This is an optimization exercise on Yosys and OpenROAD, whose aim is small area and a short achievable clock period, not a production implementation.
In this exercise RTL edits were held to simulation tests only and were not proved equivalent to the original.

v6:
==> flow/design.v <==
module noc_router (
    input  logic        clk,
    input  logic        rst,
    input  logic [2:0]  CONST_localx,
    input  logic [2:0]  CONST_localy,
    input  logic [31:0] data_n_in,
    input  logic [31:0] data_s_in,
    input  logic [31:0] data_w_in,
    input  logic [31:0] data_e_in,
    input  logic [31:0] data_p_in,
    input  logic [4:0]  data_void_in,
    input  logic [4:0]  stop_in,
    output logic [31:0] data_n_out,
    output logic [31:0] data_s_out,
    output logic [31:0] data_w_out,
    output logic [31:0] data_e_out,
    output logic [31:0] data_p_out,
    output logic [4:0]  data_void_out,
    output logic [4:0]  stop_out
);
    function automatic logic [4:0] xy_route(input logic [31:0] flit,
                                            input logic [2:0] lx,
                                            input logic [2:0] ly);
        logic [2:0] dx;
        logic [2:0] dy;
        dx = flit[23:21];
        dy = flit[20:18];
        xy_route[3] = (dx > lx);
        xy_route[2] = (dx < lx);
        xy_route[0] = (dx == lx) && (dy < ly);
        xy_route[1] = (dx == lx) && (dy > ly);
        xy_route[4] = (dx == lx) && (dy == ly);
    endfunction
    logic [31:0] din [5];
    logic [31:0] f_r [5];         
    logic [31:0] b_r [5][4];      
    logic [1:0]  rd_r [5];        
    logic [1:0]  wr_r [5];        
    logic [4:0]  th_r [5];        
    logic [4:0]  go_r;            
    logic [4:0]  act_r;           
    logic [4:0]  tgt_r [5];       
    logic [31:0] od_r [5];
    logic [4:0]  ov_r;
    logic [4:0]  low_r [5];       
    logic [4:0]  ne_s, disc_s, push_s, pop_s, ldf_s, act_n_s;
    logic [4:0]  ld_s, has_s, hgnt_s, busy_s;
    logic [4:0]  hreq_s [5];      
    logic [4:0]  gnt_s [5];       
    logic [31:0] cand_s [5];
    logic [31:0] od_n_s [5];
    logic [31:0] f_n_s [5];
    assign din[0] = data_n_in;
    assign din[1] = data_s_in;
    assign din[2] = data_w_in;
    assign din[3] = data_e_in;
    assign din[4] = data_p_in;
    always_comb begin
        for (int i = 0; i < 5; i++) begin
            ne_s[i]   = th_r[i][0];
            disc_s[i] = ne_s[i] && !act_r[i] && !f_r[i][31];
            push_s[i] = !data_void_in[i] && go_r[i];
        end
        for (int o = 0; o < 5; o++) begin
            ld_s[o]   = !ov_r[o] || !stop_in[o];
            busy_s[o] = 1'b0;
            for (int i = 0; i < 5; i++) begin
                busy_s[o]    = busy_s[o] | (act_r[i] & tgt_r[i][o]);
                hreq_s[o][i] = ne_s[i] && !act_r[i] && f_r[i][31] && tgt_r[i][o];
            end
        end
        for (int o = 0; o < 5; o++) begin
            for (int i = 0; i < 5; i++) begin
                logic kill;
                kill = 1'b0;
                for (int j = 0; j < 5; j++) begin
                    if (j < i) begin
                        kill = kill | (hreq_s[o][j] & (!low_r[o][j] | low_r[o][i]));
                    end else if (j > i) begin
                        kill = kill | (hreq_s[o][j] & !low_r[o][j] & low_r[o][i]);
                    end
                end
                gnt_s[o][i] = (ne_s[i] && act_r[i] && tgt_r[i][o]) ||
                              (!busy_s[o] && hreq_s[o][i] && !kill);
            end
            has_s[o]  = (gnt_s[o] != 5'b00000);
            hgnt_s[o] = !busy_s[o] && (hreq_s[o] != 5'b00000);
            od_n_s[o] = od_r[o] & {32{!ld_s[o]}};
            for (int i = 0; i < 5; i++) begin
                od_n_s[o] = od_n_s[o] | (f_r[i] & {32{gnt_s[o][i] & ld_s[o]}});
            end
        end
        for (int i = 0; i < 5; i++) begin
            logic sent;
            sent = 1'b0;
            for (int o = 0; o < 5; o++) begin
                sent = sent | (gnt_s[o][i] & ld_s[o]);
            end
            pop_s[i]  = disc_s[i] | sent;
            ldf_s[i]  = pop_s[i] || !th_r[i][0];
            cand_s[i] = din[i] & {32{!th_r[i][1]}};
            for (int k = 0; k < 4; k++) begin
                cand_s[i] = cand_s[i] | (b_r[i][k] & {32{th_r[i][1] && rd_r[i] == 2'(k)}});
            end
            f_n_s[i] = ldf_s[i] ? cand_s[i] : f_r[i];
            if (pop_s[i]) begin
                act_n_s[i] = act_r[i] ? !f_r[i][30] : (f_r[i][31] && !f_r[i][30]);
            end else begin
                act_n_s[i] = act_r[i];
            end
        end
    end
    always_ff @(posedge clk or negedge rst) begin
        if (!rst) begin
            for (int i = 0; i < 5; i++) begin
                th_r[i] <= 5'b00000;
                rd_r[i] <= 2'd0;
                wr_r[i] <= 2'd0;
            end
            go_r   <= 5'b00000;
            act_r  <= 5'b00000;
        end else begin
            for (int i = 0; i < 5; i++) begin
                if (push_s[i] && !pop_s[i]) begin
                    th_r[i] <= {th_r[i][3:0], 1'b1};
                end else if (pop_s[i] && !push_s[i]) begin
                    th_r[i] <= {1'b0, th_r[i][4:1]};
                end
                go_r[i]   <= pop_s[i] || !(th_r[i][4] || (th_r[i][3] && push_s[i]));
                if (pop_s[i] && (th_r[i][1] || push_s[i])) begin
                    rd_r[i] <= rd_r[i] + 2'd1;
                end
                if (push_s[i] && th_r[i][0]) begin
                    wr_r[i] <= wr_r[i] + 2'd1;
                end
                act_r[i] <= act_n_s[i];
            end
        end
    end
    always_ff @(posedge clk) begin
        for (int i = 0; i < 5; i++) begin
            f_r[i] <= f_n_s[i];
            if (ldf_s[i] && !act_n_s[i]) begin
                tgt_r[i] <= xy_route(cand_s[i], CONST_localx, CONST_localy);
            end
            for (int k = 0; k < 4; k++) begin
                if (go_r[i] && th_r[i][0] && wr_r[i] == 2'(k)) begin
                    b_r[i][k] <= din[i];
                end
            end
        end
    end
    always_ff @(posedge clk or negedge rst) begin
        if (!rst) begin
            ov_r <= 5'b00000;
            for (int o = 0; o < 5; o++) begin
                low_r[o] <= 5'b00000;
            end
        end else begin
            for (int o = 0; o < 5; o++) begin
                if (ld_s[o]) begin
                    ov_r[o] <= has_s[o];
                    if (hgnt_s[o]) begin
                        for (int k = 0; k < 5; k++) begin
                            logic after;
                            after = 1'b0;
                            for (int i = 0; i < k; i++) begin
                                after = after | gnt_s[o][i];
                            end
                            low_r[o][k] <= !(after | gnt_s[o][4]);
                        end
                    end
                end
            end
        end
    end
    always_ff @(posedge clk) begin
        for (int o = 0; o < 5; o++) begin
            od_r[o] <= od_n_s[o];
        end
    end
    assign data_n_out    = od_r[0];
    assign data_s_out    = od_r[1];
    assign data_w_out    = od_r[2];
    assign data_e_out    = od_r[3];
    assign data_p_out    = od_r[4];
    assign data_void_out = ~ov_r;
    assign stop_out      = ~go_r;
endmodule
export LEC_CHECK = 0
export CAP_MARGIN = 20
export CORE_MARGIN = 2
export CORE_UTILIZATION = 50
export PLACE_DENSITY = 0.55
export SETUP_SLACK_MARGIN = 5
export SLEW_MARGIN = 20
create_clock -name core_clock -period 10.0 [get_ports {clk}]
standard.sh (not shown) runs the stock make flow with config.mk's settings and CLKGATE_MAP_FILE= SYNTH_SCRIPT=/design/flow/synth_recipe.tcl, a recipe that flattens the netlist after the stock synthesis.
==> flow/flow/run.sh <==
#!/bin/bash
set -euo pipefail
K=(SETUP_SLACK_MARGIN=6.72
   "BUFFER_PORTS_ARGS=-buffer_cell sky130_fd_sc_hd__buf_1"
   "CTS_ARGS=-sink_clustering_enable -repair_clock_nets -sink_clustering_size 25 -sink_clustering_max_diameter 70 -dont_use_dummy_load")
bash standard.sh "${K[@]}" grt > standard_to_grt.log 2>&1
R=orfs/results/$FLOW_PLATFORM/noc_router/base
AR_PLATFORM_DIR=$FLOW_HOME/platforms/$FLOW_PLATFORM AR_IN=$R/5_1_grt.odb AR_SDC=$R/5_1_grt.sdc AR_OUT=$R/5_1_grt.odb \
  openroad -no_init -exit flow/area_recovery.tcl > area_recovery.log 2>&1
bash standard.sh "${K[@]}" finish > standard_finish.log 2>&1
Other scripts of this flow, unchanged in this note and not shown: flow/flow/area_recovery.tcl
#### Input delta (v7 over v6)
-- flow/flow/run.sh --
<<< v6, line 1
#!/bin/bash
set -euo pipefail
K=(SETUP_SLACK_MARGIN=6.72
   "BUFFER_PORTS_ARGS=-buffer_cell sky130_fd_sc_hd__buf_1"
   "CTS_ARGS=-sink_clustering_enable -repair_clock_nets -sink_clustering_size 25 -sink_clustering_max_diameter 70 -dont_use_dummy_load")
>>> v7, line 1
#!/bin/bash
set -euo pipefail
K=(SETUP_SLACK_MARGIN=6.65
   "BUFFER_PORTS_ARGS=-buffer_cell sky130_fd_sc_hd__buf_1"
   "CTS_ARGS=-sink_clustering_enable -repair_clock_nets -sink_clustering_size 25 -sink_clustering_max_diameter 70 -dont_use_dummy_load")
[summary]
[v7] global-route usage rose 0.52 points relative to v6. The final hold slack of v7 was superior to that of v6. In the flow results for v7 and v6, the final clock period utilization by the worst path is larger on v7. Row routing usage on met2: v7 higher / v6 lower.

## separate check: timing with driven ports
No port has a modelled driver above. Below, the same layouts with a new extraction and two added sets of constraints. Step 1 (the two cells are an assumption about what drives the block):
set clk [get_ports {clk}]
set_driving_cell -lib_cell sky130_fd_sc_hd__clkbuf_16 $clk
set_driving_cell -lib_cell sky130_fd_sc_hd__buf_2 [delete_from_list [all_inputs] $clk]
Step 2 also shifts input and output timing later by t, the mid clock arrival at the registers, as if the neighbouring blocks saw the same clock. Slacks: ideal ports / drivers / drivers and shift; pairs: ideal ports / drivers.
run | t (ns) | slack for setup (ns) | latest minus earliest clock arrival (ns)
v6 | 0.743 | 6.521 / 6.514 / 5.826 | 0.092 / 0.092
v7 | 0.738 | 6.501 / 6.499 / 5.808 | 0.067 / 0.067
After both steps every run listed still meets setup and hold. For v6, which loses most, drivers alone change the setup slack by -0.007 ns; drivers and shift together by -0.695 ns.
